Source: an optimization exercise on an open RTL-to-GDS flow (aim: small area). Production flows keep margins and buffers that such runs may drop.
In this exercise RTL edits were held to simulation tests only and were not proved equivalent to the original.
Power and IR drop assume default switching activity.

==> flow/design.v <==
package key_extract_reli_tx_pkg;
   localparam int PROP_DAT_BIT   = 0;
   localparam int PROP_NACK_BIT  = 1;
   localparam int PROP_LOCAL_BIT = 2;
   localparam int PROP_WIDTH     = 3;
   localparam int DEF_DST_IP_NO         = 104;
   localparam int DEF_SRC_IP_NO         = 0;
   localparam int DEF_IP_WIDTH          = 128;
   localparam int DEF_RSIP_INDEX_NO     = 241;
   localparam int DEF_RSIP_INDEX_WIDTH  = 5;
   localparam int DEF_PKT_PROPERTY_NO   = 246;
   typedef enum logic [1:0] {
      KEY_TYPE_MISS = 2'd0,
      KEY_TYPE_DAT  = 2'd1,
      KEY_TYPE_NACK = 2'd2
   } key_type_e;
   typedef enum logic [1:0] {
      SKID_EMPTY = 2'd0,
      SKID_ONE   = 2'd1,
      SKID_FULL  = 2'd2
   } skid_state_e;
   function automatic logic [1:0] classify(input logic [key_extract_reli_tx_pkg::PROP_WIDTH-1:0] prop);
      if (prop[key_extract_reli_tx_pkg::PROP_DAT_BIT] && prop[key_extract_reli_tx_pkg::PROP_LOCAL_BIT]) begin
         classify = key_extract_reli_tx_pkg::KEY_TYPE_DAT;
      end else if (prop[key_extract_reli_tx_pkg::PROP_NACK_BIT] && prop[key_extract_reli_tx_pkg::PROP_LOCAL_BIT]) begin
         classify = key_extract_reli_tx_pkg::KEY_TYPE_NACK;
      end else begin
         classify = key_extract_reli_tx_pkg::KEY_TYPE_MISS;
      end
   endfunction
endpackage
module reli_tx_skid_buf
#(
   parameter int DATA_WIDTH = 8
) (
   input  logic                  clk,
   input  logic                  rst,
   input  logic [DATA_WIDTH-1:0] in_data,
   input  logic                  in_valid,
   output logic                  in_ready,
   output logic [DATA_WIDTH-1:0] out_data,
   output logic                  out_valid,
   input  logic                  out_ready
);
   logic                  full_q, valid_q;
   logic [DATA_WIDTH-1:0] out_q, skid_q;
   logic                  push, pop;
   logic                  sel_in, sel_skid, sel_hold;
   assign in_ready  = !full_q && !rst;
   assign out_valid = valid_q;
   assign out_data  = out_q;
   assign push      = in_valid && in_ready;
   assign pop       = valid_q && out_ready;
   assign sel_in   = !full_q && (out_ready || !valid_q);
   assign sel_skid = full_q && out_ready;
   assign sel_hold = valid_q && !out_ready;
   always_ff @(posedge clk) begin
      if (rst) begin
         valid_q <= 1'b0;
         full_q  <= 1'b0;
      end else begin
         valid_q <= push || full_q || (valid_q && !out_ready);
         full_q  <= (full_q && !out_ready) || (valid_q && !full_q && push && !out_ready);
      end
   end
   always_ff @(posedge clk) begin
      out_q <= ({DATA_WIDTH{sel_in}}   & in_data)
             | ({DATA_WIDTH{sel_skid}} & skid_q)
             | ({DATA_WIDTH{sel_hold}} & out_q);
      if (!full_q) begin
         skid_q <= in_data;
      end
   end
endmodule
module key_extract_reli_tx
#(
   parameter int PKT_METADATA_WIDTH = 274,
   parameter int KEY_WIDTH          = 133,
   parameter int DST_IP_NO          = key_extract_reli_tx_pkg::DEF_DST_IP_NO,
   parameter int SRC_IP_NO          = key_extract_reli_tx_pkg::DEF_SRC_IP_NO,
   parameter int IP_WIDTH           = key_extract_reli_tx_pkg::DEF_IP_WIDTH,
   parameter int RSIP_INDEX_NO      = key_extract_reli_tx_pkg::DEF_RSIP_INDEX_NO,
   parameter int RSIP_INDEX_WIDTH   = key_extract_reli_tx_pkg::DEF_RSIP_INDEX_WIDTH,
   parameter int PKT_PROPERTY_NO    = key_extract_reli_tx_pkg::DEF_PKT_PROPERTY_NO,
   parameter int NACK_USE_SRC       = 1,
   parameter int FORWARD_MISS       = 1,
   parameter int CNT_WIDTH          = 16
) (
   input  logic                          clk,
   input  logic                          rst,
   input  logic [PKT_METADATA_WIDTH-1:0] s_pkt_metadata_info,
   input  logic                          s_pkt_metadata_valid,
   output logic                          s_pkt_metadata_ready,
   output logic [KEY_WIDTH-1:0]          m_key_info,
   output logic [1:0]                    m_key_type,
   output logic [PKT_METADATA_WIDTH-1:0] m_key_metadata,
   output logic                          m_key_valid,
   input  logic                          m_key_ready,
   input  logic                          stat_clr,
   output logic [CNT_WIDTH-1:0]          stat_dat_cnt,
   output logic [CNT_WIDTH-1:0]          stat_nack_cnt,
   output logic [CNT_WIDTH-1:0]          stat_miss_cnt
);
   logic [key_extract_reli_tx_pkg::PROP_WIDTH-1:0] in_prop, out_prop;
   logic [1:0]                  in_type, out_type;
   logic [KEY_WIDTH-1:0]        out_key;
   logic                        emit, accept;
   logic [PKT_METADATA_WIDTH-1:0] out_meta;
   assign in_prop = s_pkt_metadata_info[PKT_PROPERTY_NO +: key_extract_reli_tx_pkg::PROP_WIDTH];
   assign in_type = key_extract_reli_tx_pkg::classify(in_prop);
   assign emit   = (in_type != key_extract_reli_tx_pkg::KEY_TYPE_MISS) || (FORWARD_MISS != 0);
   assign accept = s_pkt_metadata_valid && s_pkt_metadata_ready;
   reli_tx_skid_buf #(
      .DATA_WIDTH (PKT_METADATA_WIDTH)
   ) u_skid_buf (
      .clk       (clk),
      .rst       (rst),
      .in_data   (s_pkt_metadata_info),
      .in_valid  (s_pkt_metadata_valid && emit),
      .in_ready  (s_pkt_metadata_ready),
      .out_data  (out_meta),
      .out_valid (m_key_valid),
      .out_ready (m_key_ready)
   );
   assign out_prop = out_meta[PKT_PROPERTY_NO +: key_extract_reli_tx_pkg::PROP_WIDTH];
   assign out_type = key_extract_reli_tx_pkg::classify(out_prop);
   always_comb begin
      out_key = '0;
      case (out_type)
         key_extract_reli_tx_pkg::KEY_TYPE_DAT: begin
            out_key[IP_WIDTH-1:0]                 = out_meta[DST_IP_NO +: IP_WIDTH];
            out_key[IP_WIDTH +: RSIP_INDEX_WIDTH] = out_meta[RSIP_INDEX_NO +: RSIP_INDEX_WIDTH];
         end
         key_extract_reli_tx_pkg::KEY_TYPE_NACK: begin
            out_key[IP_WIDTH-1:0]                 = (NACK_USE_SRC != 0) ? out_meta[SRC_IP_NO +: IP_WIDTH]
                                                                        : out_meta[DST_IP_NO +: IP_WIDTH];
            out_key[IP_WIDTH +: RSIP_INDEX_WIDTH] = out_meta[RSIP_INDEX_NO +: RSIP_INDEX_WIDTH];
         end
         default: out_key = '0;
      endcase
   end
   assign m_key_type     = out_type;
   assign m_key_info     = out_key;
   assign m_key_metadata = out_meta;
   logic clr, inc_dat, inc_nack, inc_miss;
   assign clr      = rst || stat_clr;
   assign inc_dat  = accept && (in_type == key_extract_reli_tx_pkg::KEY_TYPE_DAT);
   assign inc_nack = accept && (in_type == key_extract_reli_tx_pkg::KEY_TYPE_NACK);
   assign inc_miss = accept && (in_type != key_extract_reli_tx_pkg::KEY_TYPE_DAT)
                            && (in_type != key_extract_reli_tx_pkg::KEY_TYPE_NACK);
   always_ff @(posedge clk) begin
      stat_dat_cnt  <= clr ? '0 : stat_dat_cnt  + CNT_WIDTH'(inc_dat);
      stat_nack_cnt <= clr ? '0 : stat_nack_cnt + CNT_WIDTH'(inc_nack);
      stat_miss_cnt <= clr ? '0 : stat_miss_cnt + CNT_WIDTH'(inc_miss);
   end
endmodule
==> flow/config.mk <==
export PLATFORM = sky130hd
export DESIGN_NAME = key_extract_reli_tx
export DESIGN_NICKNAME = key_extract_reli_tx
export VERILOG_FILES = /design/flow/design.v
export SDC_FILE = /design/flow/constraint.sdc
export NUM_CORES = 4
export LEC_CHECK = 0
export CAP_MARGIN = 20
export CORE_ASPECT_RATIO = 0.3
export CORE_MARGIN = 2
export CORE_UTILIZATION = 75
export SLEW_MARGIN = 20
==> flow/constraint.sdc <==
create_clock -name core_clock -period 4.0 [get_ports {clk}]
set_input_delay 0.8000 -clock core_clock [delete_from_list [all_inputs] [get_ports {clk}]]
set_output_delay 0.8000 -clock core_clock [all_outputs]
set_load 0.01 [all_outputs]
standard.sh (not shown) runs the stock make flow with config.mk's settings and CLKGATE_MAP_FILE= SYNTH_SCRIPT=/design/flow/synth_recipe.tcl, a recipe that flattens the netlist after the stock synthesis.
==> flow/flow/run.sh <==
#!/bin/bash
set -euo pipefail
export BUFFER_PORTS_ARGS="-buffer_cell sky130_fd_sc_hd__buf_1"
export CTS_ARGS="-sink_clustering_enable -repair_clock_nets -dont_use_dummy_load -buf_list sky130_fd_sc_hd__clkbuf_4 -sink_clustering_size 10 -sink_clustering_max_diameter 35"
bash standard.sh > flow_make.log 2>&1
Edit:
==> flow/flow/run.sh (replaced) <==
#!/bin/bash
set -euo pipefail
bash standard.sh synth > flow_synth.log 2>&1
export BUFFER_PORTS_ARGS="-buffer_cell sky130_fd_sc_hd__buf_1"
export CTS_ARGS="-sink_clustering_enable -repair_clock_nets -dont_use_dummy_load -buf_list sky130_fd_sc_hd__clkbuf_4 -sink_clustering_size 10 -sink_clustering_max_diameter 35"
export DONT_USE_CELLS="sky130_fd_sc_hd__buf_8 sky130_fd_sc_hd__buf_12 sky130_fd_sc_hd__buf_16"
bash standard.sh > flow_make.log 2>&1
CORE_ASPECT_RATIO = 0.4   (was 0.3)
CORE_UTILIZATION = 65   (was 75)
Via count came out lower by a few percent.
Count of clock-buffer cells in the layout does not change.
Cell area hardly moves.
Final cell count came out higher slightly.
Edit:
==> flow/flow/run.sh (replaced) <==
#!/bin/bash
set -euo pipefail
export BUFFER_PORTS_ARGS="-buffer_cell sky130_fd_sc_hd__buf_1"
export CTS_ARGS="-sink_clustering_enable -repair_clock_nets -dont_use_dummy_load -buf_list \"sky130_fd_sc_hd__clkbuf_2 sky130_fd_sc_hd__clkbuf_4 sky130_fd_sc_hd__clkbuf_8\" -sink_clustering_size 10 -sink_clustering_max_diameter 35"
bash standard.sh > flow_make.log 2>&1
Result: Non-clock buffer count is unchanged. Sequential power barely changes. Routed wire length came out higher slightly. Via count came out higher slightly. Worst hold slack improved by 140 ps. Synthesized cell count does not change.
Edit:
==> flow/flow/run.sh (replaced) <==
#!/bin/bash
set -euo pipefail
export BUFFER_PORTS_ARGS="-buffer_cell sky130_fd_sc_hd__buf_1"
export CTS_ARGS="-sink_clustering_enable -repair_clock_nets -dont_use_dummy_load -buf_list sky130_fd_sc_hd__clkbuf_4 -sink_clustering_size 10 -sink_clustering_max_diameter 35"
bash standard.sh > flow_make.log 2>&1
What happened: The changed run finished clean; critical path depth does not change; count of clock-buffer cells in the layout does not change; maximum frequency is lower by 3.9%; final area is lower by 1.7%; worst setup slack gets worse by 140 ps; hold slack gets worse by 140 ps; final cell count barely changes; total power is lower by 7.2%; die area is unchanged.

re-timing with driven ports:
How much do the figures lean on ideal ports? The routed layouts below were timed once more, with nothing changed but the port constraints. Step 1 (the two cells are an assumption about what drives the block):
set clk [get_ports {clk}]
set_driving_cell -lib_cell sky130_fd_sc_hd__clkbuf_16 $clk
set_driving_cell -lib_cell sky130_fd_sc_hd__buf_2 [delete_from_list [all_inputs] $clk]
Step 2 moves the port delays by t, midway between the first and last clock arrival at a register: inputs arrive t later, outputs are due t later. That takes back most of the time a late clock gives input paths. a / b / c = no drivers / after step 1 / after step 2; a / b = the first two.
run	t (ns)	slack for setup (ns)	latest minus earliest clock arrival (ns)	cell pins on the clock port's net
the first run	0.821	0.411 / 0.356 / 0.959	0.077 / 0.077	1
the second run	0.780	0.377 / 0.317 / 1.098	0.059 / 0.059	1
the third run	0.647	0.519 / 0.462 / 1.102	0.044 / 0.045	1
the fourth run	0.780	0.377 / 0.317 / 1.098	0.059 / 0.059	1
After both steps setup and hold are still met in every run listed.
